This is an optimization exercise on Yosys and OpenROAD, whose aim is small area and a short achievable clock period, not a production implementation. RTL that was checked went through simulation tests only; none was proved equivalent to the original. No functional check of the RTL was part of run 1. Power and IR drop assume default switching activity.

--- design/flow/run.sh ---
#!/bin/bash
# synth_recipe.tcl (not shown) runs the flow's synth.tcl, then flattens the netlist and writes it again
# the make line also repeats each setting of config.mk as NAME=value (left out here)
make -C /OpenROAD-flow-scripts/flow DESIGN_CONFIG=/design/flow/config.mk WORK_HOME=/design/flow/orfs CLKGATE_MAP_FILE= SYNTH_SCRIPT=/design/flow/synth_recipe.tcl finish
--- design/flow/config.mk ---
export PLATFORM = sky130hd
export DESIGN_NAME = sid_synth_top
export DESIGN_NICKNAME = sid_synth_top
export VERILOG_FILES = /design/flow/design.v
export SDC_FILE = /design/flow/constraint.sdc
export NUM_CORES = 4
export LEC_CHECK = 0
export CAP_MARGIN = 20
export CORE_MARGIN = 2
export CORE_UTILIZATION = 40
export SETUP_SLACK_MARGIN = 3.5
export SLEW_MARGIN = 20
--- design/flow/constraint.sdc ---
create_clock -name core_clock -period 7.0 [get_ports {clk}]
set_input_delay 1.4000 -clock core_clock [delete_from_list [all_inputs] [get_ports {clk}]]
set_output_delay 1.4000 -clock core_clock [all_outputs]
set_load 0.01 [all_outputs]
--- design/flow/design.v ---
`default_nettype none
package synth_pkg;
    localparam int REG_W = 8;
    function automatic logic [8:0] add8(input logic [7:0] a, input logic [7:0] b,
                                        input logic ci);
        logic [8:0] s;
        logic       c;
        c = ci;
        for (int i = 0; i < 8; i++) begin
            s[i] = a[i] ^ b[i] ^ c;
            c    = (a[i] & b[i]) | (c & (a[i] ^ b[i]));
        end
        s[8] = c;
        add8 = s;
    endfunction
    function automatic logic [8:0] inc8(input logic [7:0] a, input logic ci);
        logic [8:0] s;
        logic       c;
        c = ci;
        for (int i = 0; i < 8; i++) begin
            s[i] = a[i] ^ c;
            c    = a[i] & c;
        end
        s[8] = c;
        inc8 = s;
    endfunction
endpackage
`default_nettype wire
`timescale 1ns/1ps
`default_nettype none
module spi_voice_regs #(
    parameter int NUM_VOICES = 4
) (
    input  wire logic                         clk,
    input  wire logic                         rst_n,
    input  wire logic                         spi_clk,
    input  wire logic                         spi_cs_n,
    input  wire logic                         spi_mosi,
    input  wire logic                         freq_busy,
    output logic [NUM_VOICES-1:0][15:0]       freq,
    output logic [NUM_VOICES-1:0][15:0]       freq_n,
    output logic [NUM_VOICES-1:0][7:0]        pw,
    output logic [NUM_VOICES-1:0][7:0]        pw_n,
    output logic [NUM_VOICES-1:0][7:0]        attack,
    output logic [NUM_VOICES-1:0][7:0]        sustain,
    output logic [NUM_VOICES-1:0][3:0]        wave,      
    output logic [NUM_VOICES-1:0][3:0]        wave_n
);
    logic sclk_s1, sclk_s2, cs_n_s1, mosi_s1;
    always_ff @(posedge clk or negedge rst_n) begin
        if (!rst_n) begin
            sclk_s1 <= 1'b0;
            sclk_s2 <= 1'b0;
            cs_n_s1 <= 1'b1;
            mosi_s1 <= 1'b0;
        end else begin
            sclk_s1 <= spi_clk;
            sclk_s2 <= sclk_s1;
            cs_n_s1 <= spi_cs_n;
            mosi_s1 <= spi_mosi;
        end
    end
    logic       sclk_rise;
    logic [3:0] bit_cnt;
    logic [4:0] hdr;        
    logic [7:0] dat;        
    logic       frame_done;
    assign sclk_rise  = sclk_s1 & ~sclk_s2;
    assign frame_done = ~cs_n_s1 & sclk_rise & (bit_cnt == 4'd15);
    always_ff @(posedge clk or negedge rst_n) begin
        if (!rst_n) begin
            bit_cnt <= '0;
        end else if (cs_n_s1) begin
            bit_cnt <= '0;
        end else if (sclk_rise) begin
            bit_cnt <= bit_cnt + 4'd1;
        end
    end
    always_ff @(posedge clk) begin
        if (sclk_rise && bit_cnt < 4'd5) hdr <= {hdr[3:0], mosi_s1};
        if (sclk_rise) dat <= {dat[6:0], mosi_s1};
    end
    logic       is_f;       
    logic       pend_f;     
    logic       wr_now, wr_f;
    logic [7:0] wr_data;
    assign is_f = (hdr[4:3] == 2'b00);
    always_ff @(posedge clk or negedge rst_n) begin
        if (!rst_n) pend_f <= 1'b0;
        else        pend_f <= (pend_f | (frame_done & is_f)) & freq_busy;
    end
    assign wr_now  = frame_done;
    assign wr_f    = (frame_done | pend_f) & ~freq_busy;
    assign wr_data = pend_f ? dat : {dat[6:0], mosi_s1};
    always_comb begin
        freq_n = freq;
        pw_n   = pw;
        wave_n = wave;
        for (int v = 0; v < NUM_VOICES; v++) begin
            if (hdr[1:0] == 2'(v)) begin
                case (hdr[4:2])
                    3'd0: if (wr_f)   freq_n[v][7:0]  = wr_data;
                    3'd1: if (wr_f)   freq_n[v][15:8] = wr_data;
                    3'd2: if (wr_now) pw_n[v]         = wr_data;
                    3'd6: if (wr_now) wave_n[v] = {wr_data[6], wr_data[5], wr_data[4], wr_data[0]};
                    default: ;
                endcase
            end
        end
    end
    always_ff @(posedge clk or negedge rst_n) begin
        if (!rst_n) begin
            freq    <= '0;
            pw      <= '0;
            attack  <= '0;
            sustain <= '0;
            wave    <= '0;
        end else begin
            freq <= freq_n;
            pw   <= pw_n;
            wave <= wave_n;
            if (wr_now) begin
                for (int v = 0; v < NUM_VOICES; v++) begin
                    if (hdr[1:0] == 2'(v)) begin
                        if (hdr[4:2] == 3'd4) attack[v]  <= wr_data;
                        if (hdr[4:2] == 3'd5) sustain[v] <= wr_data;
                    end
                end
            end
        end
    end
endmodule
`default_nettype wire
`timescale 1ns/1ps
`default_nettype none
module sid_voice (
    input  wire logic        clk,
    input  wire logic        rst_n,
    input  wire logic        is254,
    input  wire logic        step_en,
    input  wire logic        at_tick,
    input  wire logic        pass2,
    input  wire logic [15:0] freq,
    input  wire logic [15:0] freq_n,
    input  wire logic [7:0]  pw_n,
    input  wire logic [7:0]  attack,
    input  wire logic [7:0]  sustain,
    input  wire logic [3:0]  wave,
    input  wire logic [3:0]  wave_n,
    output logic      [7:0]  m
);
    localparam logic [2:0] S_IDLE = 3'd0, S_ATK = 3'd1, S_DEC = 3'd2,
                           S_SUS = 3'd3, S_REL = 3'd4;
    logic [15:0] acc;    
    logic [7:0]  p;      
    logic        ca;     
    logic        cb;     
    logic        c16;    
    logic [16:0] acc_sum_n;
    logic [8:0]  sa, sb, sc;
    logic [8:0]  p_inc;
    logic [7:0]  p_step;
    assign acc_sum_n = {1'b0, acc} + {1'b0, freq_n};
    assign sa        = synth_pkg::add8({2'b0, acc[5:0]},   {2'b0, freq[5:0]   & {6{step_en}}}, 1'b0);
    assign sb        = synth_pkg::add8({3'b0, acc[10:6]},  {3'b0, freq[10:6]  & {5{at_tick}}}, ca);
    assign sc        = synth_pkg::add8({3'b0, acc[15:11]}, {3'b0, freq[15:11] & {5{pass2}}},   cb);
    assign p_inc     = synth_pkg::inc8(p, 1'b1);
    assign p_step    = c16 ? p_inc[7:0] : p;
    always_ff @(posedge clk or negedge rst_n) begin
        if (!rst_n) begin
            acc <= '0;
            p   <= '0;
            ca  <= 1'b0;
            cb  <= 1'b0;
            c16 <= 1'b0;
        end else begin
            c16         <= acc_sum_n[16] & is254;
            ca          <= sa[6] & step_en;
            cb          <= sb[5] & at_tick;
            acc[5:0]    <= sa[5:0];
            acc[10:6]   <= sb[4:0];
            acc[15:11]  <= sc[4:0];
            p           <= p_step;
        end
    end
    logic [7:0] env;
    logic [2:0] st;
    logic [2:0] gst, nst;
    logic [7:0] nenv, opb, sus_lvl;
    logic [3:0] nib;
    logic [8:0] esum;
    logic       is_atk, is_dec, is_rel;
    logic       atk_top, dec_le, rel_le;
    always_comb begin
        gst = st;
        if (wave_n[0] && (st == S_IDLE || st == S_REL)) gst = S_ATK;
        else if (!wave_n[0] && (st == S_ATK || st == S_DEC || st == S_SUS)) gst = S_REL;
    end
    always_ff @(posedge clk) begin
        is_atk <= (gst == S_ATK);
        is_dec <= (gst == S_DEC);
        is_rel <= (gst == S_REL);
    end
    assign sus_lvl = {sustain[3:0], sustain[3:0]};
    assign nib  = is_dec ? attack[7:4] : sustain[7:4];
    assign opb  = is_atk ? {4'b0000, attack[3:0]} : {4'b1111, ~nib};
    assign esum = {1'b0, env} + {1'b0, opb} + 9'(is_atk);
    logic [8:0] atk_t;
    assign atk_t   = {1'b0, env} + 9'(attack[3:0]) + 9'd2;
    assign atk_top = atk_t[8];
    logic [9:0] dx, dy, dz;
    assign dx      = {2'b0, env};
    assign dy      = {2'b0, ~sus_lvl};
    assign dz      = {2'b0, 4'hF, ~attack[7:4]};
    logic [9:0] ds, dc, dsum;
    assign ds      = dx ^ dy ^ dz;
    assign dc      = ((dx & dy) | (dx & dz) | (dy & dz)) << 1;
    assign dsum    = ds + dc;
    assign dec_le  = ~dsum[9];
    assign rel_le  = {1'b0, env} <= 9'(sustain[7:4]) + 9'd1;
    always_comb begin
        nst  = st;
        nenv = env;
        if (is_atk) begin
            nenv = atk_top ? 8'hFF : esum[7:0];
            nst  = atk_top ? S_DEC : S_ATK;
        end else if (is_dec) begin
            nenv = dec_le ? sus_lvl : esum[7:0];
            nst  = dec_le ? S_SUS : S_DEC;
        end else if (is_rel) begin
            nenv = rel_le ? 8'h00 : esum[7:0];
            nst  = rel_le ? S_IDLE : S_REL;
        end
    end
    always_ff @(posedge clk or negedge rst_n) begin
        if (!rst_n) begin
            env <= '0;
            st  <= S_IDLE;
        end else if (step_en) begin
            env <= nenv;
            st  <= nst;
        end
    end
    logic [7:0] tri_v, w_n;
    logic       lt0, lt1, pul_ok, any_sel;
    logic [3:0] w_lo, w_hi;    
    assign tri_v   = {p_step[6:0], 1'b0} ^ {8{p_step[7]}};
    assign lt0     = p < pw_n;
    assign lt1     = p_inc[7:0] < pw_n;
    assign pul_ok  = c16 ? lt1 : lt0;
    assign any_sel = wave_n[1] | wave_n[2] | wave_n[3];
    assign w_n = (wave_n[2] ? p_step : 8'hFF) & (wave_n[1] ? tri_v : 8'hFF) &
                 {8{any_sel & (~wave_n[3] | pul_ok)}};
    logic [11:0] o0, o1, o2, o3, o4, s1, c1, s2, c2, s3, c3, part;
    assign o0 = 12'(m);
    assign o1 = 12'(env & {8{w_lo[0]}});
    assign o2 = 12'(env & {8{w_lo[1]}}) << 1;
    assign o3 = 12'(env & {8{w_lo[2]}}) << 2;
    assign o4 = 12'(env & {8{w_lo[3]}}) << 3;
    assign s1 = o0 ^ o1 ^ o2;
    assign c1 = ((o0 & o1) | (o0 & o2) | (o1 & o2)) << 1;
    assign s2 = s1 ^ c1 ^ o3;
    assign c2 = ((s1 & c1) | (s1 & o3) | (c1 & o3)) << 1;
    assign s3 = s2 ^ c2 ^ o4;
    assign c3 = ((s2 & c2) | (s2 & o4) | (c2 & o4)) << 1;
    assign part = s3 + c3;
    always_ff @(posedge clk) begin
        w_hi <= w_n[7:4];
        w_lo <= at_tick ? w_hi : w_n[3:0];
        m    <= part[11:4] & {8{~step_en}};
    end
endmodule
`default_nettype wire
`timescale 1ns/1ps
`default_nettype none
module voice_mixer #(
    parameter int NUM_VOICES = 4,
    parameter int MIX_W      = 10
) (
    input  wire logic                             clk,
    input  wire logic                             rst_n,
    input  wire logic [NUM_VOICES-1:0][7:0]       level,
    output logic                                  is254,
    output logic                                  step_en,
    output logic                                  at_tick,
    output logic                                  pass2,
    output logic                                  freq_busy,
    output logic      [MIX_W-1:0]                 sample,
    output logic                                  sample_valid
);
    logic [7:0] div_cnt;
    logic       seen;       
    logic       out_en;
    assign freq_busy = step_en | at_tick;
    always_ff @(posedge clk or negedge rst_n) begin
        if (!rst_n) begin
            div_cnt <= '0;
            seen    <= 1'b0;
            is254   <= 1'b0;
            step_en <= 1'b0;
            at_tick <= 1'b0;
            pass2   <= 1'b0;
            out_en  <= 1'b0;
        end else begin
            div_cnt <= div_cnt + 8'd1;
            if (step_en) seen <= 1'b1;
            is254   <= (div_cnt == 8'd253);
            step_en <= is254;
            at_tick <= step_en;
            pass2   <= at_tick;
            out_en  <= pass2 & seen;
        end
    end
    logic [MIX_W-1:0] level_sum;
    always_comb begin
        level_sum = '0;
        for (int i = 0; i < NUM_VOICES; i++) level_sum = level_sum + MIX_W'(level[i]);
    end
    always_ff @(posedge clk or negedge rst_n) begin
        if (!rst_n) begin
            sample       <= '0;
            sample_valid <= 1'b0;
        end else begin
            sample_valid <= out_en;
            if (out_en) sample <= level_sum;
        end
    end
endmodule
`default_nettype wire
`timescale 1ns/1ps
`default_nettype none
module sid_synth_top #(
    parameter  int NUM_VOICES = 4,
    parameter  int SAMPLE_DIV = 256,
    localparam int MIX_W      = synth_pkg::REG_W + 2
) (
    input  wire logic             clk,
    input  wire logic             rst_n,
    input  wire logic             spi_clk,
    input  wire logic             spi_cs_n,
    input  wire logic             spi_mosi,
    output logic      [MIX_W-1:0] sample,
    output logic                  sample_valid
);
    logic [NUM_VOICES-1:0][15:0] freq, freq_n;
    logic [NUM_VOICES-1:0][7:0]  pw, pw_n, attack, sustain, level;
    logic [NUM_VOICES-1:0][3:0]  wave, wave_n;
    logic                        is254, step_en, at_tick, pass2, freq_busy;
    spi_voice_regs #(
        .NUM_VOICES (NUM_VOICES)
    ) u_regs (
        .clk      (clk),
        .rst_n    (rst_n),
        .spi_clk  (spi_clk),
        .spi_cs_n (spi_cs_n),
        .spi_mosi (spi_mosi),
        .freq_busy(freq_busy),
        .freq     (freq),
        .freq_n   (freq_n),
        .pw       (pw),
        .pw_n     (pw_n),
        .attack   (attack),
        .sustain  (sustain),
        .wave     (wave),
        .wave_n   (wave_n)
    );
    for (genvar v = 0; v < NUM_VOICES; v++) begin : g_voice
        sid_voice u_voice (
            .clk     (clk),
            .rst_n   (rst_n),
            .is254   (is254),
            .step_en (step_en),
            .at_tick (at_tick),
            .pass2   (pass2),
            .freq    (freq[v]),
            .freq_n  (freq_n[v]),
            .pw_n    (pw_n[v]),
            .attack  (attack[v]),
            .sustain (sustain[v]),
            .wave    (wave[v]),
            .wave_n  (wave_n[v]),
            .m       (level[v])
        );
    end
    voice_mixer #(
        .NUM_VOICES (NUM_VOICES),
        .MIX_W      (MIX_W)
    ) u_mixer (
        .clk          (clk),
        .rst_n        (rst_n),
        .level        (level),
        .is254        (is254),
        .step_en      (step_en),
        .at_tick      (at_tick),
        .pass2        (pass2),
        .freq_busy    (freq_busy),
        .sample       (sample),
        .sample_valid (sample_valid)
    );
endmodule
`default_nettype wire
==> results by group, run 1 <==
Critical path
  • Critical path's slowest cell: fa_1
  • Most used cell along the critical path: fa_1
  • Crit path buf inv count: 1
  • CP startpoint kind: flip-flop
  • Worst path max stage delay: ~0.51 ns
  • Crit end category: flip-flop
  • CP delay by family, top: adder cells
  • WP data arrival: between 4 and 5 ns
  • Crit Path Max Fanout: 3
  • Worst EP required: about 7.5 ns
  • Critical Path, Cell by Cell: and2_4, fa_1, inv_1, fa_1, fa_1, nor4bb_2, and3_1, fa_2, a21o_1, a21oi_2, nor2b_1, o21ai_1, nand2_1, a211oi_2, nor3_1
  • Crit Path Category: reg2reg

Global route
  • Largest net degree at the start of global routing: 165
  • Total grt overflow: 0
  • Initial antenna violation count: 0
  • Number of global-route vias before repair: ~22,000
  • First-pass GRT wire length: between 100,000 and 150,000 microns
  • GRT Resource Usage Total: approximately a fifth

Run status
  • Status: finished clean

Synth
  • Yosys warnings: 3
  • Synth top area cells: dfrtp_1, ha_1, fa_1
  • Top cell type's share of synthesized area: between 20% and 30%
  • Netlist cell types: 84
  • Synth area leader: dfrtp_1
  • Synthesized netlist cell count: just over 3,000
  • Syn_nets: between 3,000 and 4,000
  • Synth Cell Area: 30,100 sq um
  • Seq/Total Area, Yosys: 36.4%
  • Async S/R FF share, synth: between 80% and 90%
  • Predominant post-synthesis flop cell: dfrtp_1
  • #FFs+latches synth: roughly 450
  • EDFF count, synth: 13
  • Synth Area per Inst: around 9.7 sq um

Power
  • Overall Power: 5.62 mW
  • Power Density: between 150 and 200 nW/um^2
  • VDD IR max: around 160 uV
  • Leakage power: ~17 nW

Drt
  • Total wire length: ~75,000 microns
  • Initial DRT Pass Iterations: 6
  • Wire length per cell: between 15 and 20 microns
  • Final ANT Viol Nets: 0
  • # DRC: 0
  • Post-DR vias/cell: about 5.3
  • 1st-iter DRT viols: ~1,400
  • Vias: about 22,000

STA
  • Final min period: between 3 and 4 ns
  • Max-Slew Margin vs Limit: 27.2%
  • Setup_tns: 0 ns
  • Final period utilization: 53.4%
  • # setup viols final: 0
  • Final max-slew violation count: 0
  • Actual slew at the worst max-slew pin: between 1 and 1.5 ns
  • F_max: ~0.27 GHz
  • Worst clock skew: 0.0370 ns
  • RSZ-0062 raised after global routing: yes
  • Hold Vio Cnt, Final: 0

Clock network
  • Clock latency on the worst-skew pair: approximately 0.64 ns
  • Clk root buf: clkbuf_16
  • CTS Buf Count: 53
  • CTS tree: built
  • CTS H-tree lvls: 2
  • CTS clk-pin slew, worst paths: approximately 0.060 ns
  • Clk sink count: approximately 450
  • Cts hold-fix bufs: 0
  • Clock Path Buffers: 3

Layout
  • Syn-to-layout area delta: 17.4%
  • Fillers: 6,877
  • Most frequent cells in the layout: inv_1, dfrtp_1, nand2_1, ha_1, nor2_1
  • Commonest non-fill, non-tap cell in the layout: inv_1
  • Design area: about 35,000 sq um
  • Layout cells sized above 1: 15.6%
  • Total Nets Final: 3,710
  • Antenna Cells: 0

Floorplanning
  • Die X: 279 microns
  • Floorplan row count: 100
  • Number of I/O pins: 16
  • Die Area: between 70,000 and 80,000 sq um
  • Core region area: around 75,000 sq um
  • Chip Height: ~280 microns
  • Initial Utilization: slightly above 40%

Placed design
  • IO Port Bufs: 15
  • Gpl congestion: 0.850
  • Placement Cell Area: 31,500 sq um
  • Detail Placement HPWL: 50,700 microns

Hold path
  • Min-delay worst type: reg2reg

Job
  • Max_cap viols: 0
cell type report:
cell class | count | area (sq um) | share of cell area [%]
clock buffers | 87 | 1650 | 4.65
clock inverters | 13 | 210 | 0.594
inverters | 374 | 1410 | 3.97
multi-input cells | 2189 | 18500 | 52.2
flip-flops and latches | 451 | 11000 | 31.2
well taps | 969 | 1210 | 3.43
repair buffers | 158 | 1420 | 4.01
power breakdown:
group | leakage, nW | total [mW] | switching (mW) | internal, mW
sequential | 5.73 | 2.62 | 0.00774 | 2.62
combinational | 10.5 | 0.104 | 0.0804 | 0.0239
clock | 0.901 | 2.89 | 1.17 | 1.72
total | 17.1 | 5.62 | 1.25 | 4.36
cells in the mapped netlist, drive strengths merged, types with 33 or more instances:
| cell type | n |
|---|---|
| o21a | 33 |
| a21oi | 177 |
| ha | 304 |
| nand2 | 299 |
| nand3 | 40 |
| fa | 174 |
| and2 | 118 |
| clkbuf | 100 |
| o21ai | 176 |
| a21o | 51 |
| nor2 | 212 |
| dfrtp | 361 |
| nor2b | 48 |
| xor2 | 44 |
| mux2 | 49 |
| inv | 373 |
| dfxtp | 76 |
| o22ai | 47 |
| xnor2 | 77 |
kinds of logic after synthesis:
logic type	Yosys count	synth area share (%)
adder cells (fa/ha/maj)	480	24.2
flip-flops	451	36.4
AO/OA/AOI/OAI	661	13.8
AND/OR/NAND/NOR	858	13.7
buffers and inverters	480	6.00
multiplexers	66	2.41
XOR/XNOR	121	3.52
layer usage:
metal | part of all wire, % | track usage (%)
met5 | 0 | 0
met4 | 1.6 | 4.12
met2 | 47 | 31.3
met1 | 48 | 27.9
met3 | 3.8 | 2.18
flip-flops by register name, summed over array words and instances (netlist names), 32 cells and up:
signal,cells
g_voice.u_voice.acc,64
u_regs.freq,64
g_voice.u_voice.env,32
g_voice.u_voice.m,32
g_voice.u_voice.p,32
u_regs.attack,32
u_regs.pw,32
u_regs.sustain,32
timing repair:
item,CTS,global route
buffers inserted,55,67
resized for setup,82,150
pin swaps,38,74
endpoints found under the setup margin,67,66
cloned,2,3
worst register-to-register path: cells and delay by family, from the launching register on:
family          cells  cell delay (ns)
fa+ha+maj           4             1.81
simple gates        6             0.67
compound gates      4             0.64
flops               1             0.46
buf+inv             1             0.05
metrics by stage:
stage | util, % | setup WS (ns) | hold slack (ns) | instances
floorplan | - | 3.43 | 0.352 | 3117
global placement | 42.2 | 2.69 | 0.412 | 4013
detailed placement | 42.3 | 2.87 | 0.411 | 4014
CTS | 45.8 | 3.25 | 0.425 | 4171
global route | 47.5 | 3.08 | 0.441 | 4241
finish | 47.5 | 3.26 | 0.430 | 4241
path summary, 6_finish.rpt:
| check | from | endpoint | slack, ns | cells past startpoint |
|---|---|---|---|---|
| setup / recovery | g_voice[3].u_voice.env[2] | g_voice[3].u_voice.m[7] | 3.26 | 15 |
| hold / removal | g_voice[2].u_voice.w_hi[2] | g_voice[2].u_voice.w_lo[2] | 0.43 | 2 |
| setup reg to reg | g_voice[3].u_voice.env[2] | g_voice[3].u_voice.m[7] | 3.26 | 15 |
| hold reg to reg | g_voice[2].u_voice.w_hi[2] | g_voice[2].u_voice.w_lo[2] | 0.43 | 2 |
| max in group asynchronous | rst_n | u_mixer.step_en | 4.61 | 2 |
| min in group asynchronous | rst_n | g_voice[0].u_voice.env[6] | 0.81 | 1 |
==> run 2: changes to the inputs <==
--- a/design/flow/design.v
+++ b/design/flow/design.v
@@ -40,7 +40,6 @@
     output logic [NUM_VOICES-1:0][15:0]       freq,
     output logic [NUM_VOICES-1:0][15:0]       freq_n,
     output logic [NUM_VOICES-1:0][7:0]        pw,
-    output logic [NUM_VOICES-1:0][7:0]        pw_n,
     output logic [NUM_VOICES-1:0][7:0]        attack,
     output logic [NUM_VOICES-1:0][7:0]        sustain,
     output logic [NUM_VOICES-1:0][3:0]        wave,      
@@ -94,14 +93,12 @@
     assign wr_data = pend_f ? dat : {dat[6:0], mosi_s1};
     always_comb begin
         freq_n = freq;
-        pw_n   = pw;
         wave_n = wave;
         for (int v = 0; v < NUM_VOICES; v++) begin
             if (hdr[1:0] == 2'(v)) begin
                 case (hdr[4:2])
                     3'd0: if (wr_f)   freq_n[v][7:0]  = wr_data;
                     3'd1: if (wr_f)   freq_n[v][15:8] = wr_data;
-                    3'd2: if (wr_now) pw_n[v]         = wr_data;
                     3'd6: if (wr_now) wave_n[v] = {wr_data[6], wr_data[5], wr_data[4], wr_data[0]};
                     default: ;
                 endcase
@@ -117,11 +114,11 @@
             wave    <= '0;
         end else begin
             freq <= freq_n;
-            pw   <= pw_n;
             wave <= wave_n;
             if (wr_now) begin
                 for (int v = 0; v < NUM_VOICES; v++) begin
                     if (hdr[1:0] == 2'(v)) begin
+                        if (hdr[4:2] == 3'd2) pw[v]      <= wr_data;
                         if (hdr[4:2] == 3'd4) attack[v]  <= wr_data;
                         if (hdr[4:2] == 3'd5) sustain[v] <= wr_data;
                     end
@@ -142,7 +139,7 @@
     input  wire logic        pass2,
     input  wire logic [15:0] freq,
     input  wire logic [15:0] freq_n,
-    input  wire logic [7:0]  pw_n,
+    input  wire logic [7:0]  pw,
     input  wire logic [7:0]  attack,
     input  wire logic [7:0]  sustain,
     input  wire logic [3:0]  wave,
@@ -185,51 +182,56 @@
     end
     logic [7:0] env;
     logic [2:0] st;
+    logic       gate;
     logic [2:0] gst, nst;
     logic [7:0] nenv, opb, sus_lvl;
     logic [3:0] nib;
-    logic [8:0] esum;
-    logic       is_atk, is_dec, is_rel;
-    logic       atk_top, dec_le, rel_le;
+    logic [8:0] esum, dec_floor;
+    logic       is_atk, is_dec, is_rel, dec_le;
+    assign gate    = wave_n[0];
+    assign sus_lvl = {sustain[3:0], sustain[3:0]};
     always_comb begin
         gst = st;
-        if (wave_n[0] && (st == S_IDLE || st == S_REL)) gst = S_ATK;
-        else if (!wave_n[0] && (st == S_ATK || st == S_DEC || st == S_SUS)) gst = S_REL;
+        if (gate && (st == S_IDLE || st == S_REL)) gst = S_ATK;
+        else if (!gate && (st == S_ATK || st == S_DEC || st == S_SUS)) gst = S_REL;
     end
     always_ff @(posedge clk) begin
         is_atk <= (gst == S_ATK);
         is_dec <= (gst == S_DEC);
         is_rel <= (gst == S_REL);
     end
-    assign sus_lvl = {sustain[3:0], sustain[3:0]};
     assign nib  = is_dec ? attack[7:4] : sustain[7:4];
     assign opb  = is_atk ? {4'b0000, attack[3:0]} : {4'b1111, ~nib};
     assign esum = {1'b0, env} + {1'b0, opb} + 9'(is_atk);
-    logic [8:0] atk_t;
-    assign atk_t   = {1'b0, env} + 9'(attack[3:0]) + 9'd2;
-    assign atk_top = atk_t[8];
-    logic [9:0] dx, dy, dz;
-    assign dx      = {2'b0, env};
-    assign dy      = {2'b0, ~sus_lvl};
-    assign dz      = {2'b0, 4'hF, ~attack[7:4]};
-    logic [9:0] ds, dc, dsum;
-    assign ds      = dx ^ dy ^ dz;
-    assign dc      = ((dx & dy) | (dx & dz) | (dy & dz)) << 1;
-    assign dsum    = ds + dc;
-    assign dec_le  = ~dsum[9];
-    assign rel_le  = {1'b0, env} <= 9'(sustain[7:4]) + 9'd1;
+    assign dec_floor = {1'b0, sus_lvl} + 9'(attack[7:4]) + 9'd1;
+    assign dec_le    = {1'b0, env} <= dec_floor;
     always_comb begin
         nst  = st;
         nenv = env;
         if (is_atk) begin
-            nenv = atk_top ? 8'hFF : esum[7:0];
-            nst  = atk_top ? S_DEC : S_ATK;
+            if (esum[8] || esum[7:0] == 8'hFF) begin
+                nenv = 8'hFF;
+                nst  = S_DEC;
+            end else begin
+                nenv = esum[7:0];
+                nst  = S_ATK;
+            end
         end else if (is_dec) begin
-            nenv = dec_le ? sus_lvl : esum[7:0];
-            nst  = dec_le ? S_SUS : S_DEC;
+            if (dec_le) begin
+                nenv = sus_lvl;
+                nst  = S_SUS;
+            end else begin
+                nenv = esum[7:0];
+                nst  = S_DEC;
+            end
         end else if (is_rel) begin
-            nenv = rel_le ? 8'h00 : esum[7:0];
-            nst  = rel_le ? S_IDLE : S_REL;
+            if (!esum[8] || esum[7:0] == 8'h00) begin
+                nenv = 8'h00;
+                nst  = S_IDLE;
+            end else begin
+                nenv = esum[7:0];
+                nst  = S_REL;
+            end
         end
     end
     always_ff @(posedge clk or negedge rst_n) begin
@@ -241,16 +243,12 @@
             st  <= nst;
         end
     end
-    logic [7:0] tri_v, w_n;
-    logic       lt0, lt1, pul_ok, any_sel;
-    logic [3:0] w_lo, w_hi;    
-    assign tri_v   = {p_step[6:0], 1'b0} ^ {8{p_step[7]}};
-    assign lt0     = p < pw_n;
-    assign lt1     = p_inc[7:0] < pw_n;
-    assign pul_ok  = c16 ? lt1 : lt0;
-    assign any_sel = wave_n[1] | wave_n[2] | wave_n[3];
-    assign w_n = (wave_n[2] ? p_step : 8'hFF) & (wave_n[1] ? tri_v : 8'hFF) &
-                 {8{any_sel & (~wave_n[3] | pul_ok)}};
+    logic [3:0] xlo_n, xhi, w_lo;
+    logic       g_n;
+    assign xlo_n = (wave_n[2] ? p_step[3:0] : 4'hF) &
+                   (wave_n[1] ? ({p_step[2:0], 1'b0} ^ {4{p_step[7]}}) : 4'hF);
+    assign xhi   = (wave[2] ? p[7:4] : 4'hF) & (wave[1] ? (p[6:3] ^ {4{p[7]}}) : 4'hF);
+    assign g_n   = (wave[1] | wave[2] | wave[3]) & (~wave[3] | (p < pw));
     logic [11:0] o0, o1, o2, o3, o4, s1, c1, s2, c2, s3, c3, part;
     assign o0 = 12'(m);
     assign o1 = 12'(env & {8{w_lo[0]}});
@@ -265,9 +263,8 @@
     assign c3 = ((s2 & c2) | (s2 & o4) | (c2 & o4)) << 1;
     assign part = s3 + c3;
     always_ff @(posedge clk) begin
-        w_hi <= w_n[7:4];
-        w_lo <= at_tick ? w_hi : w_n[3:0];
-        m    <= part[11:4] & {8{~step_en}};
+        w_lo <= step_en ? xlo_n : (xhi & {4{g_n}});
+        m    <= part[11:4] & {8{~step_en & (~at_tick | g_n)}};
     end
 endmodule
 `default_nettype wire
@@ -343,7 +340,7 @@
     output logic                  sample_valid
 );
     logic [NUM_VOICES-1:0][15:0] freq, freq_n;
-    logic [NUM_VOICES-1:0][7:0]  pw, pw_n, attack, sustain, level;
+    logic [NUM_VOICES-1:0][7:0]  pw, attack, sustain, level;
     logic [NUM_VOICES-1:0][3:0]  wave, wave_n;
     logic                        is254, step_en, at_tick, pass2, freq_busy;
     spi_voice_regs #(
@@ -358,7 +355,6 @@
         .freq     (freq),
         .freq_n   (freq_n),
         .pw       (pw),
-        .pw_n     (pw_n),
         .attack   (attack),
         .sustain  (sustain),
         .wave     (wave),
@@ -374,7 +370,7 @@
             .pass2   (pass2),
             .freq    (freq[v]),
             .freq_n  (freq_n[v]),
-            .pw_n    (pw_n[v]),
+            .pw      (pw[v]),
             .attack  (attack[v]),
             .sustain (sustain[v]),
             .wave    (wave[v]),
--- a/design/flow/config.mk
+++ b/design/flow/config.mk
@@ -8,5 +8,7 @@
 export CAP_MARGIN = 20
 export CORE_MARGIN = 2
 export CORE_UTILIZATION = 40
-export SETUP_SLACK_MARGIN = 3.5
+export CTS_CLUSTER_DIAMETER = 90
+export CTS_CLUSTER_SIZE = 25
+export SETUP_SLACK_MARGIN = 3.3
 export SLEW_MARGIN = 20
==> run 2 against run 1 <==
  * Final cell count fell by 7.3%
  * Hold slack got worse by 0.032 ns
  * Still clean
  * Total power shrank 23%
  * Non-clock buffer count fell by 72
  * Setup slack gained 0.048 ns
  * Maximum frequency up 1.3%
==> results by group, run 2 <==
Run status
  • Status: finished clean

Floorplanning
  • Number of I/O pins: 16 (unchanged)
  • Floorplan row count: 97 (-3.0%)
  • Die Area: 73,200 sq um (-5.7%)
  • Die X: 270 microns (-2.9%)
  • Chip Height: 270 microns (-2.9%)
  • Initial Utilization: 40.5% (+0.058 points)
  • Core region area: 70,100 sq um (-5.9%)

Drt
  • # DRC: 0 (unchanged)
  • Post-DR vias/cell: 5.28 (+0.58%)
  • Final ANT Viol Nets: 0 (unchanged)
  • Initial DRT Pass Iterations: 7 (+1)
  • Total wire length: 67,100 microns (-11%)
  • Vias: 20,800 (-6.8%)
  • 1st-iter DRT viols: 1,454 (+5.8%)
  • Wire length per cell: 17.1 microns (-3.5%)

Critical path
  • Reg-to-reg slack, setup: 3.31 ns (+0.05 ns)
  • Crit end category: flip-flop
  • Crit Path Category: reg2reg
  • FF-to-FF End: g_voice[3].u_voice.env[1]
  • Worst EP required: 7.48 ns (-0.03 ns)
  • Worst r2r src: g_voice[3].u_voice.is_dec
  • Worst r2r path cells: 12 (-3)
  • Crit path from: g_voice[3].u_voice.is_dec
  • Crit Path Max Fanout: 18 (+15)
  • CP startpoint kind: flip-flop
  • WP data arrival: 4.17 ns (-0.08 ns)

Placed design
  • Placement Cell Area: 29,600 sq um (-6.0%)
  • Placed cells: 3,830 (-4.6%)
  • Detail Placement HPWL: 48,100 microns (-5.2%)
  • IO Port Bufs: 15 (unchanged)
  • Gpl congestion: 0.876 (+3.1%)

Synth
  • Netlist cell types: 82 (-2.4%)
  • #FFs+latches synth: 435 (-3.5%)
  • Predominant post-synthesis flop cell: dfrtp_1
  • Synthesized netlist cell count: 2,954 (-5.2%)
  • Synth Area per Inst: 9.61 sq um (-0.60%)
  • Synth Area in Adders: 22.3% (-2.0 points)
  • Syn_nets: 3,365 (-6.5%)
  • Post-Synth XOR/XNOR Area: 4.01% (+0.49 points)
  • Most common cell in the netlist: dfrtp_1
  • Top cell type's share of synthesized area: 31.8% (+1.8 points)
  • Compound-Gate Fraction of Synth Area: 14.0% (+0.25 points)
  • Synth top area cells: dfrtp_1, fa_1, ha_1
  • Synth Cell Area: 28,400 sq um (-5.8%)
  • Main combinational cell family by area after synthesis: adder cells
  • Seq/Total Area, Yosys: 37.5% (+1.1 points)
  • Simple-gate share of the synthesized area: 14.7% (+1.0 points)
  • Synth area leader: dfrtp_1
  • Async S/R FF share, synth: 83.2% (+3.0 points)
  • Synth cell count leaders: dfrtp_1, nand2_1, inv_1, ha_1, o21ai_0
  • EDFF count, synth: 13 (unchanged)
  • Multiplexer share of the synthesized area: 2.23% (-0.17 points)
  • Yosys warnings: 3 (unchanged)

Clock network
  • CTS tree: built
  • Clk sink count: 435 (-3.5%)
  • CTS H-tree lvls: 1 (-1)
  • Clock latency on the worst-skew pair: 0.59 ns (-0.05 ns)
  • CTS clk-pin slew, worst paths: 0.10 ns (+0.04 ns)
  • CTS Buf Count: 25 (-53%)
  • Cts hold-fix bufs: 0 (unchanged)
  • Clk root buf: clkbuf_16
  • Clock Path Buffers: 3 (unchanged)

Layout
  • Commonest non-fill, non-tap cell in the layout: nand2_1
  • Post-route insts no fill: 3,932 (-7.3%)
  • Most frequent cells in the layout: nand2_1, dfrtp_1, inv_1, ha_1, o21ai_0
  • Antenna Cells: 0 (unchanged)
  • Syn-to-layout area delta: 10.3%
  • Design area: 31,300 sq um (-11%)
  • Fillers: 6,768 (-1.6%)
  • Layout cells sized above 1: 9.56% (-6.0 points)
  • Total Nets Final: 3,385 (-8.8%)
  • Top flop regs: g_voice.u_voice.acc x64, u_regs.freq x64

Power
  • Overall Power: 4.34 mW (-23%)
  • Leakage power: 15.1 nW (-11%)
  • Power Density: 138 nW/um^2 (-13%)
  • VDD IR max: 135 uV (-17%)

Hold path
  • Hold EP: u_regs.sclk_s2
  • Hold Crit Start: u_regs.sclk_s1
  • Hold depth: 0 (-2)
  • Min-delay worst type: reg2reg

STA
  • Final min period: 3.69 ns (-0.0478 ns)
  • # setup viols final: 0 (unchanged)
  • RSZ-0062 raised after global routing: yes
  • Actual slew at the worst max-slew pin: 1.03 ns (-0.0662 ns)
  • WHS: 0.398 ns (-0.0320 ns)
  • Final max-slew violation count: 0 (unchanged)
  • Final period utilization: 52.7% (-0.68 points)
  • Max-Slew Margin vs Limit: 30.2% (+3.0 points)
  • Worst clock skew: 0.0219 ns (-0.0151 ns)
  • F_max: 0.271 GHz (+1.3%)
  • Hold Vio Cnt, Final: 0 (unchanged)
  • Setup_tns: 0 ns (unchanged)

Global route
  • Initial antenna violation count: 1 (+1)
  • GRT Resource Usage Total: 18.4% (-0.90 points)
  • Total grt overflow: 0 (unchanged)
  • Number of global-route vias before repair: 21,200 (-4.4%)
  • First-pass GRT wire length: 111,000 microns (-8.4%)
  • Largest net degree at the start of global routing: 125 (-24%)

Job
  • Max_cap viols: 0 (unchanged)
[run 2: changes by cell type in the layout (fill, tap and decap cells not counted), moves of 33 or more]
cell,change
buf_4,-51
ha_1,-42
inv_1,-69
nand2_1,+61
nor2_1,-33
o21ai_0,+69
o22ai_1,-35
[run 2: layout make-up]
class / count / area (sq um) / share of cell area [%]
clock inverter: 13 / 195 / 0.623
timing repair buffer: 86 / 766 / 2.44
inverter: 304 / 1140 / 3.64
sequential: 435 / 10700 / 34.2
tap: 940 / 1180 / 3.75
clock buffer: 32 / 652 / 2.08
multi-input combinational: 2122 / 16700 / 53.3
[run 2: kinds of logic (layout without fill, tap and decap cells)]
kind of cell,after synthesis,after routing
buffers and inverters,398,435
muxes,59,59
and+or+nand+nor,876,877
DFF,435,435
AOI/OAI and AO/OA,650,650
adders and majority gates,406,406
xor gates and xnor gates,130,130
[run 2: stage by stage]
step	setup WS, ns	util, %
finish	3.31	44.7
floorplan	3.32	-
detailed placement	3.10	42.2
global placement	3.15	42.2
global route	3.13	44.7
CTS	3.30	43.9
[run 2: critical path, cell delays in order, from the launching register on]
cell and delay (ns):
dfxtp_2 0.57, a211oi_1 0.12, a21oi_1 0.21, fa_1 0.24, inv_1 0.07, fa_1 0.44, a211oi_1 0.38, o21ai_1 0.12
a21oi_1 0.18, xor2_1 0.15, or4_1 0.58, nor2b_1 0.19, a211oi_1 0.31
[run 2: metal layers]
metal	up-vias	track usage, %	part of all wire (%)
met3	80	1.71	3.7
met5	-	0	0
met1	10200	26.3	47
li1	10000	-	-
met2	408	30.6	47
met4	0	3.59	2.0
[run 2: worst max path at each step]
stage / end / depth (start not counted) / slack [ns]
6_report: g_voice[3].u_voice.env[1] / 12 / 3.31
5_1_grt: g_voice[3].u_voice.env[1] / 12 / 3.13
4_1_cts: g_voice[0].u_voice.m[5] / 13 / 3.30
3_5_place_dp: g_voice[0].u_voice.m[5] / 13 / 3.10
3_3_place_gp: g_voice[0].u_voice.m[5] / 13 / 3.15
2_1_floorplan: g_voice[2].u_voice.m[7] / 14 / 3.32
[run 2: power breakdown]
| part | switching, mW | total (mW) | internal (mW) |
|---|---|---|---|
| logic | 0.0702 | 0.0846 | 0.0144 |
| registers | 0.00719 | 2.53 | 2.52 |
| clock network | 0.950 | 1.72 | 0.772 |
| total | 1.03 | 4.34 | 3.31 |
[run 2: repair_timing]
action,CTS,global route
buffers inserted,28,26
pin swaps,6,37
cloned,0,1
endpoints found under the setup margin,33,62
gates resized for setup,43,89
==> run 3: changes to the inputs <==
--- a/design/flow/config.mk
+++ b/design/flow/config.mk
@@ -10,5 +10,5 @@
 export CORE_UTILIZATION = 40
 export CTS_CLUSTER_DIAMETER = 90
 export CTS_CLUSTER_SIZE = 25
-export SETUP_SLACK_MARGIN = 3.3
+export SETUP_SLACK_MARGIN = 3.5
 export SLEW_MARGIN = 20
==> run 3 against run 2 <==
  * Hold slack improved by 0.0017 ns
  * Via count rose by 2.2%
  * Total power up 0.53%
  * Final cell count increased by 1.4%
  * Combinational power shrank 2.8%
  * Sequential power is essentially flat
  * Sequential share of layout area shrank 0.77 points
  * Setup slack gained 0.063 ns
  * Register-to-register slack gained 0.06 ns
  * Clock-buffer cell count down 3
  * Critical path type unchanged
  * Largest cell class unchanged
==> results by group, run 3 <==
STA
  • Hold Vio Cnt, Final: 0 (unchanged)
  • Final period utilization: 51.8% (-0.91 points)
  • Actual slew at the worst max-slew pin: 1.05 ns (+0.0292 ns)
  • F_max: 0.276 GHz (+1.8%)
  • RSZ-0062 raised after global routing: yes
  • # setup viols final: 0 (unchanged)
  • Setup_tns: 0 ns (unchanged)
  • Worst clock skew: 0.0287 ns (+0.00674 ns)
  • Final min period: 3.62 ns (-0.0635 ns)
  • Max-Slew Margin vs Limit: 29.2% (-1.0 points)
  • Final max-slew violation count: 0 (unchanged)

Placed design
  • IO Port Bufs: 15 (unchanged)
  • Placed cells: 3,828 (-0.052%)
  • Gpl congestion: 0.880 (+0.46%)
  • Detail Placement HPWL: 48,700 microns (+1.3%)

Global route
  • Number of global-route vias before repair: 21,400 (+1.1%)
  • Total grt overflow: 0 (unchanged)
  • Largest net degree at the start of global routing: 128 (+2.4%)
  • First-pass GRT wire length: 113,000 microns (+2.0%)
  • Initial antenna violation count: 1 (unchanged)
  • GRT Resource Usage Total: 18.8% (+0.39 points)

Synth
  • Synth Area per Inst: 9.61 sq um (unchanged)
  • Async S/R FF share, synth: 83.2% (unchanged)
  • Syn_nets: 3,365 (unchanged)
  • Synthesized netlist cell count: 2,954 (unchanged)
  • #FFs+latches synth: 435 (unchanged)
  • Top cell type's share of synthesized area: 31.8% (unchanged)
  • Seq/Total Area, Yosys: 37.5% (unchanged)
  • Most common cell in the netlist: dfrtp_1
  • EDFF count, synth: 13 (unchanged)
  • Yosys warnings: 3 (unchanged)
  • Synth Cell Area: 28,400 sq um (unchanged)
  • Synth area leader: dfrtp_1
  • Synth cell count leaders: dfrtp_1, nand2_1, inv_1, ha_1, o21ai_0
  • Synth top area cells: dfrtp_1, fa_1, ha_1
  • Netlist cell types: 82 (unchanged)
  • Predominant post-synthesis flop cell: dfrtp_1

Clock network
  • Clk sink count: 435 (unchanged)
  • CTS tree: built
  • Cts hold-fix bufs: 0 (unchanged)
  • Clk root buf: clkbuf_16
  • CTS clk-pin slew, worst paths: 0.10 ns (about the same)
  • Clock latency on the worst-skew pair: 0.60 ns (about the same)
  • CTS H-tree lvls: 1 (unchanged)
  • Clock Path Buffers: 3 (unchanged)
  • CTS Buf Count: 26 (+4.0%)

Drt
  • Total wire length: 69,400 microns (+3.4%)
  • Vias: 21,200 (+2.2%)
  • Wire length per cell: 17.4 microns (+2.0%)
  • Final ANT Viol Nets: 0 (unchanged)
  • # DRC: 0 (unchanged)
  • Initial DRT Pass Iterations: 6 (-1)
  • 1st-iter DRT viols: 1,538 (+5.8%)
  • Post-DR vias/cell: 5.32 (+0.72%)

Floorplanning
  • Floorplan row count: 97 (unchanged)
  • Number of I/O pins: 16 (unchanged)
  • Die X: 270 microns (unchanged)
  • Initial Utilization: 40.5% (unchanged)
  • Die Area: 73,200 sq um (unchanged)
  • Core region area: 70,100 sq um (unchanged)
  • Chip Height: 270 microns (unchanged)

Critical path
  • CP startpoint kind: flip-flop
  • Crit end category: flip-flop
  • Crit Path Max Fanout: 4 (-14)
  • Worst EP required: 7.44 ns (-0.04 ns)
  • Crit Path Category: reg2reg
  • WP data arrival: 4.06 ns (-0.11 ns)

Layout
  • Post-route insts no fill: 3,988 (+1.4%)
  • Most frequent cells in the layout: nand2_1, dfrtp_1, inv_1, ha_1, o21ai_0
  • Top flop regs: g_voice.u_voice.acc x64, u_regs.freq x64
  • Layout cells sized above 1: 13.8% (+4.2 points)
  • Commonest non-fill, non-tap cell in the layout: nand2_1
  • Total Nets Final: 3,440 (+1.6%)
  • Syn-to-layout area delta: 13.2%

Job
  • Max_cap viols: 0 (unchanged)

Hold path
  • Min-delay worst type: reg2reg

Run status
  • Status: finished clean

Power
  • VDD IR max: 149 uV (+11%)
  • Power Density: 136 nW/um^2 (-2.1%)
  • Leakage power: 15.5 nW (+2.7%)
## run 3: worst paths after layout
path | from | to | slack, ns | depth (start not counted)
hold / removal | u_regs.sclk_s1 | u_regs.sclk_s2 | 0.40 | 0
hold reg to reg | u_regs.sclk_s1 | u_regs.sclk_s2 | 0.40 | 0
min in group asynchronous | rst_n | g_voice[1].u_voice.acc[1] | 0.88 | 1
setup reg to reg | g_voice[2].u_voice.env[2] | g_voice[2].u_voice.m[5] | 3.38 | 14
max in group asynchronous | rst_n | g_voice[0].u_voice.env[7] | 4.77 | 2
setup / recovery | g_voice[2].u_voice.env[2] | g_voice[2].u_voice.m[5] | 3.38 | 14
## run 3: cells by family after synthesis
| group | Yosys count | share of synthesized area [%] |
|---|---|---|
| adders and majority gates | 406 | 22.3 |
| and+or+nand+nor | 876 | 14.7 |
| xor gates and xnor gates | 130 | 4.01 |
| muxes | 59 | 2.23 |
| DFF | 435 | 37.5 |
| buffers and inverters | 398 | 5.27 |
| AOI/OAI and AO/OA | 650 | 14.0 |
## run 3: timing repair
item,CTS,global route
hold endpoints to repair,0,0
pin swaps,34,62
cloned,1,0
setup endpoints to repair,66,68
resized for setup,91,133
setup buffers,50,61
## run 3: per-layer routing
layer	share of wire (%)	vias up	global-route usage (%)
met3	3.5	98	1.64
met2	48	439	31.9
li1	-	10100	-
met5	0	-	0
met1	46	10500	26.2
met4	2.1	0	3.88
## run 3: per-stage QoR
step           worst slack, ns  hold WS [ns]  util (%)  instance area, sq um  power (mW)
6_report                  3.38         0.400      45.8                 32200        4.36
2_1_floorplan             3.49         0.352         -                 28500        2.59
3_3_place_gp              3.11         0.377      42.3                 29700        2.66
5_1_grt                   3.23         0.419      45.8                 32200        4.52
3_5_place_dp              3.10         0.381      42.3                 29700        2.66
4_1_cts                   3.36         0.405      44.4                 31100        4.42
## run 3: worst max-delay path: stages (launching register included)
cell and delay [ns]:
dfrtp_2 0.44, and2_4 0.14, fa_1 0.50, inv_1 0.05, fa_1 0.45, fa_1 0.51
nor4bb_2 0.06, and3_1 0.19, fa_2 0.35, a21o_1 0.19, a21oi_2 0.14, o21bai_1 0.09
a21oi_2 0.16, xor2_1 0.15, nor3_1 0.05
## run 3: power by group
group | leakage [nW] | switching (mW) | internal [mW]
sequential | 5.60 | 0.00723 | 2.52
clock | 0.426 | 0.973 | 0.778
combinational | 9.50 | 0.0694 | 0.0128
## run 3: final cells by class
class                           count  area, sq um
Timing Repair Buffer              140         1180
Multi-Input combinational cell   2122        17000
Clock inverter                     17          211
Antenna cell                        1         2.50
Sequential cell                   435        10700
Fill cell                        6611        38000
Inverter                          304         1150
Clock buffer                       29          672
Tap cell                          940         1180
==> run 4: changes to the inputs <==
--- a/design/flow/config.mk
+++ b/design/flow/config.mk
@@ -5,6 +5,7 @@
 export SDC_FILE = /design/flow/constraint.sdc
 export NUM_CORES = 4
 export LEC_CHECK = 0
+export ABC_AREA = 1
 export CAP_MARGIN = 20
 export CORE_MARGIN = 2
 export CORE_UTILIZATION = 40
==> run 4 against run 3 <==
  * Critical path depth grew 5
  * Clock power up 9%
  * Setup slack better by 0.030 ns
  * Clock-buffer cell count increased by 7
  * Critical endpoint is now g_voice[0].u_voice.m[7]
  * Total power increased by 3.7%
  * Core utilization fell by 1.4 points
  * Largest cell class unchanged
  * Synthesized cell count rose by 19%
  * Largest power group unchanged
==> results by group, run 4 <==
Floorplanning
  • Floorplan row count: 99 (+2.1%)
  • Core region area: 72,700 sq um (+3.7%)
  • Initial Utilization: 40.2% (-0.26 points)
  • Die X: 274 microns (+1.5%)
  • Chip Height: 274 microns (+1.5%)
  • Die Area: 75,300 sq um (+2.9%)
  • Number of I/O pins: 16 (unchanged)

STA
  • Setup_tns: 0 ns (unchanged)
  • Final min period: 3.59 ns (-0.0302 ns)
  • Worst clock skew: 0.0223 ns (-0.00635 ns)
  • # setup viols final: 0 (unchanged)
  • Final max-slew violation count: 0 (unchanged)
  • F_max: 0.278 GHz (+0.84%)
  • Actual slew at the worst max-slew pin: 1.17 ns (+0.120 ns)
  • Fin worst setup slack: 3.41 ns (+0.0302 ns)
  • Final period utilization: 51.3% (-0.43 points)
  • RSZ-0062 raised after global routing: yes
  • Hold Vio Cnt, Final: 0 (unchanged)
  • Max-Slew Margin vs Limit: 21.1% (-8.1 points)

Critical path
  • Crit Path Category: reg2reg
  • Worst EP required: 7.49 ns (+0.05 ns)
  • Reg-to-reg slack, setup: 3.41 ns (+0.03 ns)
  • CP startpoint kind: flip-flop
  • Crit end category: flip-flop
  • Crit Path Max Fanout: 3 (-1)
  • Worst path max stage delay: 0.54 ns (+0.03 ns)
  • Worst r2r path cells: 19 (+5)
  • Critical path's slowest cell: fa_1
  • Critical Path, Cell by Cell: nand2_2, inv_2, fa_1, inv_1, fa_1, fa_1, nor2_1, nand3_1, nor2_2, fa_2, a21oi_2, nor2_1, nor2_2, nor2_1, nor2_1, o21bai_2, a21o_1, a21oi_2, nor2_1
  • FF-to-FF End: g_voice[0].u_voice.m[7]
  • Crit path from: g_voice[0].u_voice.env[3]
  • Most used cell along the critical path: nor2_1
  • Worst r2r src: g_voice[0].u_voice.env[3]
  • WP data arrival: 4.08 ns (+0.02 ns)

Global route
  • Largest net degree at the start of global routing: 152 (+19%)
  • Number of global-route vias before repair: 21,900 (+2.1%)
  • Total grt overflow: 0 (unchanged)
  • First-pass GRT wire length: 115,000 microns (+1.6%)
  • GRT Resource Usage Total: 18.8% (+0.027 points)
  • Initial antenna violation count: 2 (+1)

Synth
  • Synth Area per Inst: 8.31 sq um (-14%)
  • Synth top area cells: dfrtp_1, fa_1, nand2_1
  • EDFF count, synth: 13 (unchanged)
  • Most common cell in the netlist: nand2_1
  • Synth area leader: dfrtp_1
  • Predominant post-synthesis flop cell: dfrtp_1
  • #FFs+latches synth: 435 (unchanged)
  • Yosys warnings: 3 (unchanged)
  • Seq/Total Area, Yosys: 36.4% (-1.1 points)
  • Async S/R FF share, synth: 83.2% (unchanged)
  • Synth Cell Area: 29,200 sq um (+3.0%)
  • Top cell type's share of synthesized area: 30.9% (-0.92 points)
  • Synth cell count leaders: nand2_1, inv_1, dfrtp_1, ha_1, o21ai_0
  • Synthesized netlist cell count: 3,518 (+19%)
  • Syn_nets: 3,929 (+17%)
  • Netlist cell types: 57 (-30%)

Clock network
  • CTS Buf Count: 28 (+7.7%)
  • Clock latency on the worst-skew pair: 0.61 ns (about the same)
  • CTS tree: built
  • Clk sink count: 435 (unchanged)
  • Clock Path Buffers: 3 (unchanged)
  • CTS clk-pin slew, worst paths: 0.10 ns (about the same)
  • CTS H-tree lvls: 1 (unchanged)
  • Clk root buf: clkbuf_16
  • Cts hold-fix bufs: 0 (unchanged)

Drt
  • # DRC: 0 (unchanged)
  • Wire length per cell: 15.3 microns (-12%)
  • Final ANT Viol Nets: 0 (unchanged)
  • Vias: 22,500 (+6.0%)
  • Total wire length: 69,300 microns (-0.18%)
  • Post-DR vias/cell: 4.95 (-7.0%)
  • Initial DRT Pass Iterations: 8 (+2)
  • 1st-iter DRT viols: 1,501 (-2.4%)

Hold path
  • Min-delay worst type: reg2reg
  • Hold EP: u_mixer.step_en
  • Hold depth: 0 (unchanged)
  • Hold Crit Start: u_mixer.is254

Layout
  • Total Nets Final: 3,974 (+16%)
  • Syn-to-layout area delta: 10.5%
  • Fillers: 7,153 (+8.2%)
  • Most frequent cells in the layout: nand2_1, inv_1, dfrtp_1, ha_1, o21ai_0
  • Commonest non-fill, non-tap cell in the layout: nand2_1
  • Layout cells sized above 1: 9.09% (-4.7 points)
  • Top flop regs: g_voice.u_voice.acc x64, u_regs.freq x64
  • Antenna Cells: 0 (-1)

Placed design
  • Gpl congestion: 0.841 (-4.5%)
  • IO Port Bufs: 15 (unchanged)
  • Post-place setup slack: 3.24 ns (+0.137 ns)
  • Detail Placement HPWL: 50,300 microns (+3.2%)

Job
  • Max_cap viols: 0 (unchanged)

Power
  • Power Density: 140 nW/um^2 (+3.2%)
  • Leakage power: 17.1 nW (+9.8%)
  • VDD IR max: 178 uV (+19%)

Run status
  • Status: finished clean
-- run 4: cell count changes after synthesis, sizes merged, moves of 45 or more --
cell	previous run	this run
nand3	23	156
nand2	358	850
inv	304	687
a21o	81	10
xnor2	80	35
and2	122	5
a22oi	9	64
-- run 4: cell families after synthesis --
logic type / after synthesis / synth area share (%)
multiplexers: 1 / 0.0385
adder cells (fa/ha/maj): 406 / 21.6
AND/OR/NAND/NOR: 1246 / 17.7
AO/OA/AOI/OAI: 565 / 11.4
buffers and inverters: 773 / 10.0
flip-flops: 435 / 36.4
XOR/XNOR: 92 / 2.75
-- run 4: metrics by stage --
step	instance area (sq um)	cells	total power, mW	util [%]	hold WS (ns)
floorplan	29300	3518	2.60	-	0.349
global placement	30400	4423	2.67	41.8	0.359
detailed placement	30400	4423	2.67	41.8	0.367
CTS	31700	4496	4.60	43.6	0.375
global route	32300	4544	4.68	44.4	0.383
finish	32300	4544	4.52	44.4	0.374
-- run 4: final cells by class --
class / count / area [sq um] / area share [%]
clock buffers: 36 / 783 / 2.42
clock inverters: 16 / 229 / 0.709
inverters: 688 / 2600 / 8.04
multi-input cells: 2310 / 16000 / 49.4
flip-flops and latches: 435 / 10700 / 33.2
well taps: 959 / 1200 / 3.71
repair buffers: 100 / 813 / 2.52
-- run 4: worst max-delay path by stage --
stage                                   end  slack [ns]  cells after the start
global route        g_voice[0].u_voice.m[7]        3.19                     19
floorplan           g_voice[0].u_voice.m[7]        3.48                     19
CTS                 g_voice[0].u_voice.m[7]        3.38                     19
detailed placement   g_voice[2].u_voice.c16        3.24                     11
finish              g_voice[0].u_voice.m[7]        3.41                     19
global placement     g_voice[2].u_voice.c16        3.25                     11
-- run 4: power by group --
part | total (mW) | internal [mW] | switching, mW | leakage (nW)
registers | 2.53 | 2.52 | 0.00470 | 5.60
clock network | 1.91 | 0.858 | 1.05 | 0.488
logic | 0.0843 | 0.00899 | 0.0753 | 11.0
total | 4.52 | 3.39 | 1.13 | 17.1
-- run 4: metal layers --
metal / up-vias / wire, microns / global-route usage, %
li1: 11300 / - / -
met5: - / 0 / 0
met4: 0 / 1370 / 3.90
met1: 10800 / 32900 / 26.4
met3: 70 / 2920 / 2.05
met2: 400 / 32100 / 31.5
-- run 4: timing repair --
action                     in CTS  in global routing
resized for setup              35                 95
hold endpoints to repair        0                  0
setup endpoints to repair      20                 77
pin swaps                      16                 37
setup buffers                  21                 48
-- run 4: worst max-delay path: cells and delay by family, from the launching register on --
family / cells / cell delay [ns]
compound gates: 4 / 0.54
simple gates: 9 / 0.61
fa+ha+maj: 4 / 1.83
flops: 1 / 0.43
buf+inv: 2 / 0.09
==> run 5: changes to the inputs <==
--- a/design/flow/config.mk
+++ b/design/flow/config.mk
@@ -5,11 +5,10 @@
 export SDC_FILE = /design/flow/constraint.sdc
 export NUM_CORES = 4
 export LEC_CHECK = 0
-export ABC_AREA = 1
 export CAP_MARGIN = 20
 export CORE_MARGIN = 2
 export CORE_UTILIZATION = 40
 export CTS_CLUSTER_DIAMETER = 90
 export CTS_CLUSTER_SIZE = 25
-export SETUP_SLACK_MARGIN = 3.5
+export SETUP_SLACK_MARGIN = 3.0
 export SLEW_MARGIN = 20
==> run 5 against run 4 <==
  * Clock power is about 10% lower
  * Core utilization shrank 0.75 points
  * Non-clock buffer count decreased by 53
  * Final area shrank 5.1%
  * Critical endpoint is now g_voice[2].u_voice.m[6]
  * Clock-buffer cell count shrank 4
  * Largest cell class unchanged
  * Highest routed layer unchanged
  * Hold slack gained 0.026 ns
  * First-iteration DRC count down 10%
  * Clock skew is 0.0079 ns higher
  * Synthesized area down 2.9%
  * Die area decreased by 2.9%
  * Sequential power about the same
  * Combinational power is 3.9% lower
==> results by group, run 5 <==
Run status
  • Status: finished clean

Power
  • Leakage power: 14.9 nW (-13%)
  • Power Density: 141 nW/um^2 (+0.69%)
  • Overall Power: 4.32 mW (-4.5%)
  • VDD IR max: 161 uV (-9.4%)

Layout
  • Total Nets Final: 3,345 (-16%)
  • Syn-to-layout area delta: 7.91%
  • Commonest non-fill, non-tap cell in the layout: nand2_1
  • Most frequent cells in the layout: nand2_1, dfrtp_1, inv_1, ha_1, o21ai_0
  • Layout cells sized above 1: 5.59% (-3.5 points)
  • Top flop regs: g_voice.u_voice.acc x64, u_regs.freq x64
  • Final core utilization: 43.7% (-0.75 points)
  • Antenna Cells: 0 (unchanged)

Clock network
  • CTS tree: built
  • CTS Buf Count: 25 (-11%)
  • Clock latency on the worst-skew pair: 0.59 ns (-0.02 ns)
  • Cts hold-fix bufs: 0 (unchanged)
  • CTS clk-pin slew, worst paths: 0.11 ns (about the same)
  • Clk root buf: clkbuf_16
  • CTS H-tree lvls: 1 (unchanged)
  • Clock Path Buffers: 3 (unchanged)
  • Clk sink count: 435 (unchanged)

Drt
  • Total wire length: 65,400 microns (-5.7%)
  • Post-DR vias/cell: 5.26 (+6.4%)
  • Routed length on met1: 31,100 microns (-5.5%)
  • Met3 wire length: 2370 microns (-19%)
  • Wire length per cell: 16.8 microns (+10%)
  • 1st-iter DRT viols: 1,344 (-10%)
  • Met2 wire len: 30,500 microns (-5.2%)
  • Top Layer Used: met4
  • Vias: 20,500 (-8.8%)
  • Initial DRT Pass Iterations: 5 (-3)
  • # DRC: 0 (unchanged)
  • Final ANT Viol Nets: 0 (unchanged)

Synth
  • Synth Cell Area: 28,400 sq um (-2.9%)
  • Post-Synth XOR/XNOR Area: 4.01% (+1.3 points)
  • Async S/R FF share, synth: 83.2% (unchanged)
  • Synth Area in Adders: 22.3% (+0.65 points)
  • Top cell type's share of synthesized area: 31.8% (+0.92 points)
  • Synthesized netlist cell count: 2,954 (-16%)
  • Netlist cell types: 82 (+44%)
  • EDFF count, synth: 13 (unchanged)
  • Synth Area per Inst: 9.61 sq um (+16%)
  • Seq/Total Area, Yosys: 37.5% (+1.1 points)
  • Syn_nets: 3,365 (-14%)
  • Synth top area cells: dfrtp_1, fa_1, ha_1
  • Simple-gate share of the synthesized area: 14.7% (-3.0 points)
  • #FFs+latches synth: 435 (unchanged)
  • Yosys warnings: 3 (unchanged)
  • Main combinational cell family by area after synthesis: adder cells
  • Multiplexer share of the synthesized area: 2.23% (+2.2 points)
  • Most common cell in the netlist: dfrtp_1
  • Predominant post-synthesis flop cell: dfrtp_1
  • Synth cell count leaders: dfrtp_1, nand2_1, inv_1, ha_1, o21ai_0
  • Compound-Gate Fraction of Synth Area: 14.0% (+2.6 points)
  • Synth area leader: dfrtp_1

Global route
  • Initial antenna violation count: 0 (-2)
  • Number of global-route vias before repair: 21,200 (-3.3%)
  • Largest net degree at the start of global routing: 158 (+3.9%)
  • First-pass GRT wire length: 110,000 microns (-4.4%)
  • Total grt overflow: 0 (unchanged)
  • GRT Resource Usage Total: 18.1% (-0.69 points)

Critical path
  • Worst EP required: 7.44 ns (-0.05 ns)
  • Crit Path Category: reg2reg
  • Worst r2r src: g_voice[2].u_voice.env[4]
  • WP data arrival: 4.27 ns (+0.19 ns)
  • Crit end category: flip-flop
  • Crit path from: g_voice[2].u_voice.env[4]
  • Crit Path Max Fanout: 7 (+4)
  • CP startpoint kind: flip-flop

Floorplanning
  • Chip Height: 270 microns (-1.4%)
  • Floorplan row count: 97 (-2.0%)
  • Number of I/O pins: 16 (unchanged)
  • Die Area: 73,200 sq um (-2.9%)
  • Die X: 270 microns (-1.4%)
  • Initial Utilization: 40.5% (+0.26 points)
  • Core region area: 70,100 sq um (-3.5%)

STA
  • Hold Vio Cnt, Final: 0 (unchanged)
  • Final period utilization: 54.6% (+3.3 points)
  • # setup viols final: 0 (unchanged)
  • Actual slew at the worst max-slew pin: 1.00 ns (-0.170 ns)
  • Final min period: 3.82 ns (+0.230 ns)
  • WHS: 0.400 ns (+0.0260 ns)
  • Max-Slew Margin vs Limit: 31.6% (+11 points)
  • Worst clock skew: 0.0302 ns (+0.00792 ns)
  • RSZ-0062 raised after global routing: no
  • Setup_tns: 0 ns (unchanged)
  • Final max-slew violation count: 0 (unchanged)
  • F_max: 0.262 GHz (-6.0%)

Hold path
  • Hold Crit Start: u_regs.sclk_s1
  • Min-delay worst type: reg2reg

Job
  • Max_cap viols: 0 (unchanged)

Placed design
  • IO Port Bufs: 15 (unchanged)
  • Detail Placement HPWL: 47,900 microns (-4.7%)
  • Gpl congestion: 0.877 (+4.2%)
[run 5: cell types whose count changed in the layout (fill, tap and decap cells not counted), sizes merged, moves of 29 or more]
cell and delta:
a22oi -55, xnor2 +45, a21o +71, buf -53
nor2b +32, nand3 -133, and2 +117, inv -377
nand2 -492, mux2 +34, nand2b +29
[run 5: per-layer routing]
layer / global-route usage, % / up-vias
met3: 2.18 / 92
met2: 30.3 / 346
li1: - / 9938
met4: 4.13 / 0
met1: 25.2 / 10100
met5: 0 / -
[run 5: final cells by class]
class / instances / area, sq um
Fill cell: 6819 / 39500
Multi-Input combinational cell: 2121 / 16400
Sequential cell: 435 / 10700
Tap cell: 940 / 1180
Inverter: 304 / 1140
Clock buffer: 32 / 682
Timing Repair Buffer: 47 / 408
Clock inverter: 13 / 160
[run 5: critical path, cell delays in order, from the launching register on]
cell	delay, ns
dfrtp_1	0.49
and2_1	0.21
fa_1	0.47
inv_1	0.05
fa_1	0.44
fa_1	0.49
inv_1	0.06
ha_1	0.29
a41o_1	0.22
a21o_1	0.20
a21oi_1	0.23
o21bai_1	0.13
a2111oi_0	0.32
nor4_1	0.08
[run 5: kinds of logic after synthesis]
kind of cell	after synthesis
muxes	59
DFF	435
AOI/OAI and AO/OA	650
xor gates and xnor gates	130
adders and majority gates	406
buffers and inverters	398
and+or+nand+nor	876
[run 5: path summary, 6_finish.rpt]
kind | end | slack [ns] | depth (start not counted)
min reg2reg | u_regs.sclk_s2 | 0.40 | 0
min in group asynchronous | g_voice[1].u_voice.acc[2] | 0.83 | 1
min | u_regs.sclk_s2 | 0.40 | 0
max in group asynchronous | g_voice[0].u_voice.env[3] | 4.69 | 2
max | g_voice[2].u_voice.m[6] | 3.18 | 13
max reg2reg | g_voice[2].u_voice.m[6] | 3.18 | 13
[run 5: stage by stage]
step,area (sq um),instances,worst slack (ns)
global route,30600,3892,2.99
floorplan,28400,2954,3.29
global placement,29600,3832,3.08
finish,30600,3892,3.18
CTS,30500,3877,3.03
detailed placement,29600,3832,3.07
[run 5: repair_timing]
item	CTS	global route
endpoints found under the setup margin	0	37
setup buffers	0	15
resized for setup	0	29
hold endpoints to repair	0	0
[run 5: power by group]
part	switching (mW)	leakage (nW)	internal (mW)
combinational	0.0695	8.82	0.0114
clock	0.939	0.416	0.768
sequential	0.00688	5.63	2.52
total	1.02	14.9	3.30

## port drivers added, routing unchanged
How much do the figures lean on ideal ports? The routed layouts below were timed once more, with nothing changed but the port constraints. Step 1 sets driving cells, clkbuf_16 on the clock port and buf_2 on the other inputs (assumed; they add their load-dependent delay and slew). Step 2 moves the port delays by t, midway between the first and last clock arrival at a register: inputs arrive t later, outputs are due t later. That takes back most of the time a late clock gives input paths. a / b / c = ideal / step 1 / step 2; a / b = the first two.
run | shift t [ns] | setup WS [ns] | pins driven straight from the clock port
run 1 | 0.681 | 3.265 / 3.265 / 3.265 | 1
run 2 | 0.645 | 3.312 / 3.312 / 3.312 | 1
run 3 | 0.645 | 3.376 / 3.376 / 3.376 | 1
run 4 | 0.661 | 3.406 / 3.406 / 3.406 | 1
run 5 | 0.633 | 3.176 / 3.176 / 3.176 | 1
After both steps every run listed still meets setup and hold.
